From an optimization exercise on the open Yosys and OpenROAD flow, aimed at small area; shortcuts taken in it are not production practice.
Function was checked by simulation only, so behaviour that the tests miss may differ from the original.

==> v18: inputs <==
==> flow/design.v <==
`default_nettype none
package cpu_pkg;
  localparam logic [1:0] c_IDLE = 2'd0;
  localparam logic [1:0] c_WAIT = 2'd1;
  localparam logic [1:0] c_RESP = 2'd2;
  localparam int c_DEF_WAIT_CYCLES = 2;
  localparam int c_DEF_DEPTH       = 32;
  localparam int c_DW_SHIFT = 3;
  function automatic logic addr_error(input logic [63:0] addr, input int depth);
    logic [63:0] idx;
    idx = addr >> c_DW_SHIFT;
    addr_error = (addr[c_DW_SHIFT-1:0] != '0) || (idx >= 64'(depth));
  endfunction
endpackage
`default_nettype wire
`default_nettype none
module dmem_array
#(
  parameter int DEPTH   = cpu_pkg::c_DEF_DEPTH,
  parameter int INDEX_W = (DEPTH > 1) ? $clog2(DEPTH) : 1
) (
  input  logic               clk,
  input  logic               reset,
  input  logic               we,
  input  logic [INDEX_W-1:0] waddr,
  input  logic [63:0]        wdata,
  input  logic [INDEX_W-1:0] raddr,
  output logic [63:0]        rdata
);
  logic [63:0] r_mem [DEPTH];
  always_ff @(posedge clk or posedge reset) begin
    if (reset) begin
      for (int i = 0; i < DEPTH; i++) begin
        r_mem[i] <= '0;
      end
    end else if (we) begin
      r_mem[waddr] <= wdata;
    end
  end
  assign rdata = r_mem[raddr];
endmodule
`default_nettype wire
`default_nettype none
module data_mem_responder
#(
  parameter int DEPTH       = cpu_pkg::c_DEF_DEPTH,
  parameter int WAIT_CYCLES = cpu_pkg::c_DEF_WAIT_CYCLES
) (
  input  logic        clk,
  input  logic        reset,
  input  logic        req_valid,
  input  logic        req_write,
  input  logic [63:0] req_addr,
  input  logic [63:0] req_wdata,
  output logic        req_ready,
  output logic        rsp_valid,
  input  logic        rsp_ready,
  output logic [63:0] rsp_rdata,
  output logic        rsp_error,
  output logic        busy
);
  localparam int         c_INDEX_W   = (DEPTH > 1) ? $clog2(DEPTH) : 1;
  localparam logic [3:0] c_WAIT_LOAD = 4'(WAIT_CYCLES);
  localparam bit         c_ZERO_WAIT = (WAIT_CYCLES == 0);
  logic [1:0]  r_state;
  logic [3:0]  r_cnt;
  logic        r_write;
  logic [63:0] r_addr;
  logic [63:0] r_wdata;
  logic        r_rsp_valid;
  logic [63:0] r_rsp_rdata;
  logic        r_rsp_error;
  logic                 w_idle;
  logic                 w_accept;
  logic                 w_txn_write;
  logic [63:0]          w_txn_addr;
  logic [63:0]          w_txn_wdata;
  logic                 w_txn_error;
  logic [c_INDEX_W-1:0] w_txn_index;
  logic                 w_to_resp;
  logic                 w_mem_we;
  logic [63:0]          w_mem_rdata;
  assign w_idle   = (r_state == cpu_pkg::c_IDLE);
  assign w_accept = req_valid && w_idle;
  assign w_txn_write = w_idle ? req_write : r_write;
  assign w_txn_addr  = w_idle ? req_addr  : r_addr;
  assign w_txn_wdata = w_idle ? req_wdata : r_wdata;
  assign w_txn_error = cpu_pkg::addr_error(w_txn_addr, DEPTH);
  assign w_txn_index = w_txn_addr[cpu_pkg::c_DW_SHIFT +: c_INDEX_W];
  assign w_to_resp = (w_accept && c_ZERO_WAIT) ||
                     ((r_state == cpu_pkg::c_WAIT) && (r_cnt <= 4'd1));
  assign w_mem_we = w_to_resp && w_txn_write && !w_txn_error;
  dmem_array #(
    .DEPTH   (DEPTH),
    .INDEX_W (c_INDEX_W)
  ) u_dmem_array (
    .clk   (clk),
    .reset (reset),
    .we    (w_mem_we),
    .waddr (w_txn_index),
    .wdata (w_txn_wdata),
    .raddr (w_txn_index),
    .rdata (w_mem_rdata)
  );
  always_ff @(posedge clk or posedge reset) begin
    if (reset) begin
      r_state     <= cpu_pkg::c_IDLE;
      r_cnt       <= '0;
      r_write     <= 1'b0;
      r_addr      <= '0;
      r_wdata     <= '0;
      r_rsp_valid <= 1'b0;
      r_rsp_rdata <= '0;
      r_rsp_error <= 1'b0;
    end else begin
      case (r_state)
        cpu_pkg::c_IDLE: begin
          if (w_accept) begin
            r_write <= req_write;
            r_addr  <= req_addr;
            r_wdata <= req_wdata;
            if (c_ZERO_WAIT) begin
              r_state <= cpu_pkg::c_RESP;
            end else begin
              r_state <= cpu_pkg::c_WAIT;
              r_cnt   <= c_WAIT_LOAD;
            end
          end
        end
        cpu_pkg::c_WAIT: begin
          r_cnt <= r_cnt - 4'd1;
          if (w_to_resp) begin
            r_state <= cpu_pkg::c_RESP;
          end
        end
        cpu_pkg::c_RESP: begin
          if (rsp_ready) begin
            r_state     <= cpu_pkg::c_IDLE;
            r_rsp_valid <= 1'b0;
            r_rsp_rdata <= '0;
            r_rsp_error <= 1'b0;
          end
        end
        default: begin
          r_state <= cpu_pkg::c_IDLE;
        end
      endcase
      if (w_to_resp) begin
        r_rsp_valid <= 1'b1;
        r_rsp_error <= w_txn_error;
        r_rsp_rdata <= (w_txn_write || w_txn_error) ? 64'd0 : w_mem_rdata;
      end
    end
  end
  assign req_ready = w_idle;
  assign busy      = !w_idle;
  assign rsp_valid = r_rsp_valid;
  assign rsp_rdata = r_rsp_rdata;
  assign rsp_error = r_rsp_error;
endmodule
`default_nettype wire
==> flow/run.sh <==
#!/bin/bash
# synth_recipe.tcl (not shown) runs the flow's synth.tcl, then flattens the netlist and writes it again
# the make line also repeats each setting of config.mk as NAME=value (left out here)
make -C /OpenROAD-flow-scripts/flow DESIGN_CONFIG=/design/flow/config.mk WORK_HOME=/design/flow/orfs CLKGATE_MAP_FILE= SYNTH_SCRIPT=/design/flow/synth_recipe.tcl finish
==> flow/config.mk <==
export PLATFORM = sky130hd
export DESIGN_NAME = data_mem_responder
export DESIGN_NICKNAME = data_mem_responder
export VERILOG_FILES = /design/flow/design.v
export SDC_FILE = /design/flow/constraint.sdc
export NUM_CORES = 4
export LEC_CHECK = 0
export CAP_MARGIN = 20
export CORE_MARGIN = 2
export CORE_UTILIZATION = 40
export SLEW_MARGIN = 20
==> flow/constraint.sdc <==
create_clock -name core_clock -period 5.5 [get_ports {clk}]
set_input_delay 1.1000 -clock core_clock [delete_from_list [all_inputs] [get_ports {clk}]]
set_output_delay 1.1000 -clock core_clock [all_outputs]
set_load 0.01 [all_outputs]
==> v36: changes against v18 <==
==> flow/design.v (replaced) <==
`default_nettype none
package cpu_pkg;
  localparam int c_DEF_DEPTH = 32;
endpackage
`default_nettype wire
`default_nettype none
module dmem_array (
  input  logic        clk,
  input  logic        reset,
  input  logic        we,
  input  logic [4:0]  waddr,
  input  logic [63:0] wdata,
  input  logic        re,
  input  logic [4:0]  raddr,
  output logic [63:0] rdata
);
  logic [31:0][63:0] r_mem;
  logic [31:0]       r_written;
  logic [31:0]       w_wsel;
  logic [31:0]       w_rsel;
  for (genvar i = 0; i < 32; i++) begin : g_word
    assign w_wsel[i] = we && (waddr == 5'(i));
    assign w_rsel[i] = re && r_written[i] && (raddr == 5'(i));
    always_ff @(posedge clk) begin
      if (w_wsel[i]) begin
        r_mem[i] <= wdata;
      end
    end
  end
  always_ff @(posedge clk or posedge reset) begin
    if (reset) begin
      r_written <= '0;
    end else begin
      r_written <= r_written | w_wsel;
    end
  end
  always_comb begin
    rdata = '0;
    for (int i = 0; i < 32; i++) begin
      rdata = rdata | ({64{w_rsel[i]}} & r_mem[i]);
    end
  end
endmodule
`default_nettype wire
`default_nettype none
module data_mem_responder (
  input  logic        clk,
  input  logic        reset,
  input  logic        req_valid,
  input  logic        req_write,
  input  logic [63:0] req_addr,
  input  logic [63:0] req_wdata,
  output logic        req_ready,
  output logic        rsp_valid,
  input  logic        rsp_ready,
  output logic [63:0] rsp_rdata,
  output logic        rsp_error,
  output logic        busy
);
  localparam logic [1:0] c_IDLE  = 2'b00;
  localparam logic [1:0] c_WAIT1 = 2'b01;
  localparam logic [1:0] c_WAIT2 = 2'b11;
  localparam logic [1:0] c_RESP  = 2'b10;
  logic [1:0] r_state;
  logic [4:0] r_idx;
  logic       r_err;
  logic       r_load;
  logic w_idle;
  logic w_resp;
  logic w_err;
  logic w_we;
  assign w_idle = (r_state == c_IDLE);
  assign w_resp = (r_state == c_RESP);
  assign w_err  = (|req_addr[2:0]) || (|req_addr[63:8]);
  assign w_we   = w_idle && req_valid && req_write && !w_err;
  always_ff @(posedge clk or posedge reset) begin
    if (reset) begin
      r_state <= c_IDLE;
    end else begin
      case (r_state)
        c_IDLE:  if (req_valid) r_state <= c_WAIT1;
        c_WAIT1: r_state <= c_WAIT2;
        c_WAIT2: r_state <= c_RESP;
        default: if (rsp_ready) r_state <= c_IDLE;
      endcase
    end
  end
  always_ff @(posedge clk) begin
    if (w_idle) begin
      r_idx  <= req_addr[7:3];
      r_err  <= w_err;
      r_load <= !req_write && !w_err;
    end
  end
  dmem_array u_dmem_array (
    .clk   (clk),
    .reset (reset),
    .we    (w_we),
    .waddr (req_addr[7:3]),
    .wdata (req_wdata),
    .re    (w_resp && r_load),
    .raddr (r_idx),
    .rdata (rsp_rdata)
  );
  assign req_ready = w_idle;
  assign busy      = !w_idle;
  assign rsp_valid = w_resp;
  assign rsp_error = w_resp && r_err;
endmodule
`default_nettype wire
==> summary.txt <==
The mux contribution to synthesized area came out at 1.16%. The fraction of met3 tracks used by global routing is 8.60%. The number of placed cells counting well taps came out at 12600.

The flow ran to the end and the layout has no timing, DRC or antenna violations. The total wirelength of the detailed-routed design is 394 mm.
The numbers above come from v18.

==> summary.txt <==
The flow ran to the end and the layout has no timing, DRC or antenna violations. The CTS tree is built. The met3 wire length is 29.0 mm.

The count of cell instances traversed by the critical path is 6. The fraction of met3 tracks used by global routing came out at 5.24%. By area the synthesized netlist is led by edfxtp_1 (82%), a22oi_1 (5.3%), a222oi_1 (3.3%), dfrtp_1 (1.1%), clkbuf_1 (1.1%). The total wirelength of the detailed-routed design is 252 mm. In this run, placement finished with an instance count of 6625. The fmax is 182 MHz.
The numbers above come from v36.

==> port drivers added, routing unchanged <==
How much do the figures lean on ideal ports? The routed layouts below were timed once more, with nothing changed but the port constraints.
Step 1 sets driving cells, clkbuf_16 on the clock port and buf_2 on the other inputs (assumed; they add their load-dependent delay and slew).
Step 2 times the ports against the registers' clock, not the clock port: input delays grow and output delays shrink by t, the midpoint of the rising clock arrivals with the driver on.
a / b / c = no drivers / after step 1 / after step 2; a / b = the first two.
| run | t, ns | setup slack, ns | worst setup path at the end |
|---|---|---|---|
| v18 | 0.996 | 0.558 / 0.474 / 0.293 | input to register |
| v36 | 0.907 | 0.010 / -0.076 / 0.831 | register to output |
After both steps setup and hold are still met in every run listed. The setup slack of v18, which loses most, moves by -0.084 ns with the drivers and by -0.265 ns with both steps.
